From an optimization exercise on the open Yosys and OpenROAD flow, aimed at small area; shortcuts taken in it are not production practice. Only simulation tests tie the RTL to the original design; equivalence was not proved. Power is estimated from default activity; no workload was simulated.

Design conv5x5_top, start of the top module:
module conv5x5_top (
  input  wire logic             clk,
  input  wire logic             rst,
  input  wire conv_pkg::pixel_t row0,      
  input  wire conv_pkg::pixel_t row1,
  input  wire conv_pkg::pixel_t row2,
  input  wire conv_pkg::pixel_t row3,
  input  wire conv_pkg::pixel_t row4,      
  output conv_pkg::pixel_t      pix_out    
);
Size in the first run: ~550 cells after synthesis, roughly 290 flip-flops, roughly 50 I/O pins, ~0.0089 mm2 of cells after synthesis.
==> flow/config.mk <==
export PLATFORM = sky130hd
export DESIGN_NAME = conv5x5_top
export DESIGN_NICKNAME = conv5x5_top
export VERILOG_FILES = /design/flow/design.v
export SDC_FILE = /design/flow/constraint.sdc
export NUM_CORES = 4
export LEC_CHECK = 0
export CAP_MARGIN = 20
export CORE_MARGIN = 2
export CORE_UTILIZATION = 40
export SLEW_MARGIN = 20
export SYNTH_HIERARCHICAL = 1
==> flow/constraint.sdc <==
create_clock -name core_clock -period 4.0 [get_ports {clk}]
set_input_delay 0.8000 -clock core_clock [delete_from_list [all_inputs] [get_ports {clk}]]
set_output_delay 0.8000 -clock core_clock [all_outputs]
set_load 0.01 [all_outputs]
standard.sh (not shown) runs the stock make flow with config.mk's settings and CLKGATE_MAP_FILE= SYNTH_SCRIPT=/design/flow/synth_recipe.tcl, a recipe that flattens the netlist after the stock synthesis.
==> flow/flow/run.sh <==
#!/bin/bash
export BUFFER_PORTS_ARGS="-buffer_cell sky130_fd_sc_hd__buf_1"
export CTS_ARGS="-sink_clustering_enable -repair_clock_nets -dont_use_dummy_load -sink_clustering_size 12 -sink_clustering_max_diameter 60 -buf_list sky130_fd_sc_hd__clkbuf_4"
bash standard.sh > standard.log 2>&1
The baseline passed the timing, design-rule and antenna checks.
Rerun with:
==> flow/flow/run.sh (replaced) <==
#!/bin/bash
export BUFFER_PORTS_ARGS="-buffer_cell sky130_fd_sc_hd__buf_1"
export CTS_ARGS="-sink_clustering_enable -repair_clock_nets -dont_use_dummy_load -sink_clustering_size 11 -sink_clustering_max_diameter 50 -buf_list sky130_fd_sc_hd__clkbuf_4"
bash standard.sh > standard.log 2>&1
--- a/flow/config.mk
+++ b/flow/config.mk
@@ -10 +10 @@
-export CORE_UTILIZATION = 40
+export CORE_UTILIZATION = 65
Effect: The changed run completed without violations. Cell area fell by about 1.1%. Register-to-register slack barely changes. Utilization rose by 27 points.
Rerun with:
==> flow/flow/run.sh (replaced) <==
#!/bin/bash
export BUFFER_PORTS_ARGS="-buffer_cell sky130_fd_sc_hd__buf_1"
export CTS_ARGS="-sink_clustering_enable -repair_clock_nets -dont_use_dummy_load -sink_clustering_size 10 -sink_clustering_max_diameter 50 -buf_list sky130_fd_sc_hd__clkbuf_4"
bash standard.sh > standard.log 2>&1
--- a/flow/config.mk
+++ b/flow/config.mk
@@ -10 +10 @@
-export CORE_UTILIZATION = 65
+export CORE_UTILIZATION = 40
Effect: Via count climbs by a few percent; register-to-register slack degrades by 30 ps; non-clock buffer count does not change; global-route usage decreases by 5.8 points; design area goes up slightly; synthesized area is unchanged; total power came out higher slightly; clock skew increases by 20 ps; count of clock-buffer cells in the layout goes up by 5.
Rerun with:
==> flow/flow/run.sh (replaced) <==
#!/bin/bash
export BUFFER_PORTS_ARGS="-buffer_cell sky130_fd_sc_hd__buf_1"
export CTS_ARGS="-sink_clustering_enable -repair_clock_nets -dont_use_dummy_load -sink_clustering_size 12 -sink_clustering_max_diameter 50 -buf_list sky130_fd_sc_hd__clkbuf_4"
bash standard.sh > standard.log 2>&1
--- a/flow/config.mk
+++ b/flow/config.mk
@@ -10 +10 @@
-export CORE_UTILIZATION = 40
+export CORE_UTILIZATION = 65
Result:
- The new run produced a clean layout
- global-route usage goes up by 5.9 points
- total power goes down slightly
- synthesized cell count stays the same
- die area goes down by well over a third
- critical path depth goes up by 3
- worst setup slack improves by 13 ps
- routed wire length goes down by a few percent
- clock skew goes down by 22 ps
- sequential power stays flat
- final area goes down slightly
- count of clock-buffer cells in the layout goes down by 7

Another version of the RTL of conv5x5_top (not shown whole).
Size: ~550 cells after synthesis, ~280 flip-flops, about 0.0087 mm2 of cells after synthesis.
==> flow/design.v (excerpt) <==
module conv5x5_top (
  input  wire logic             clk,
  input  wire logic             rst,
  input  wire conv_pkg::pixel_t row0,      
  input  wire conv_pkg::pixel_t row1,
  input  wire conv_pkg::pixel_t row2,
  input  wire conv_pkg::pixel_t row3,
  input  wire conv_pkg::pixel_t row4,      
  output conv_pkg::pixel_t      pix_out    
);
export LEC_CHECK = 0
export CAP_MARGIN = 20
export CORE_MARGIN = 2
export CORE_UTILIZATION = 80
export SLEW_MARGIN = 20
export SYNTH_HIERARCHICAL = 1
create_clock -name core_clock -period 4.0 [get_ports {clk}]
==> flow/flow/run.sh <==
#!/bin/bash
export BUFFER_PORTS_ARGS="-buffer_cell sky130_fd_sc_hd__buf_1"
export CTS_ARGS="-sink_clustering_enable -repair_clock_nets -dont_use_dummy_load -sink_clustering_size 12 -sink_clustering_max_diameter 40 -buf_list sky130_fd_sc_hd__clkbuf_4"
bash standard.sh > standard.log 2>&1
==> next run, changes <==
==> flow/flow/run.sh (replaced) <==
#!/bin/bash
export BUFFER_PORTS_ARGS="-buffer_cell sky130_fd_sc_hd__buf_1"
export CTS_ARGS="-sink_clustering_enable -repair_clock_nets -dont_use_dummy_load -sink_clustering_size 13 -sink_clustering_max_diameter 35 -buf_list sky130_fd_sc_hd__clkbuf_4"
bash standard.sh > standard.log 2>&1
CORE_UTILIZATION = 85   (was 80)
=> This time the run aborted during 3_5_place_dp, error DPL-0033. Area after synthesis is unchanged. Synthesized cell count stays the same.
==> next run, changes <==
==> flow/flow/run.sh (replaced) <==
#!/bin/bash
export BUFFER_PORTS_ARGS="-buffer_cell sky130_fd_sc_hd__buf_1"
export CTS_ARGS="-sink_clustering_enable -repair_clock_nets -dont_use_dummy_load -sink_clustering_size 11 -sink_clustering_max_diameter 50 -buf_list sky130_fd_sc_hd__clkbuf_4"
bash standard.sh > standard.log 2>&1
CORE_UTILIZATION = 65   (was 85)
The changed run produced a clean layout.
Synthesized cell count stays the same.
Synthesized area stays the same.

-- what the ideal ports hide --
How much do the figures lean on ideal ports? The routed layouts below were timed once more, with nothing changed but the port constraints. Step 1 assumes that a clkbuf_16 drives the clock port and a buf_2 every other input. Step 2 also shifts input and output timing later by t, the mid clock arrival at the registers, as if the neighbouring blocks saw the same clock. Three values: no drivers, after step 1, after step 2; two values: the first two.
run	t (ns)	slack for setup (ns)	worst setup path after step 2	worst slew at a driven data input, ns
the first run of note 1	0.659	0.282 / 0.282 / 0.282	register to register	0.04
the second run of note 1	0.631	0.282 / 0.282 / 0.282	register to register	0.04
the third run of note 1	0.615	0.255 / 0.255 / 0.255	register to register	0.04
the fourth run of note 1	0.637	0.269 / 0.269 / 0.269	register to register	0.03
the first run of note 2	0.613	0.133 / 0.133 / 0.133	register to register	0.04
the third run of note 2	0.651	0.154 / 0.154 / 0.154	register to register	0.03
After both steps setup and hold are still met in every run listed.
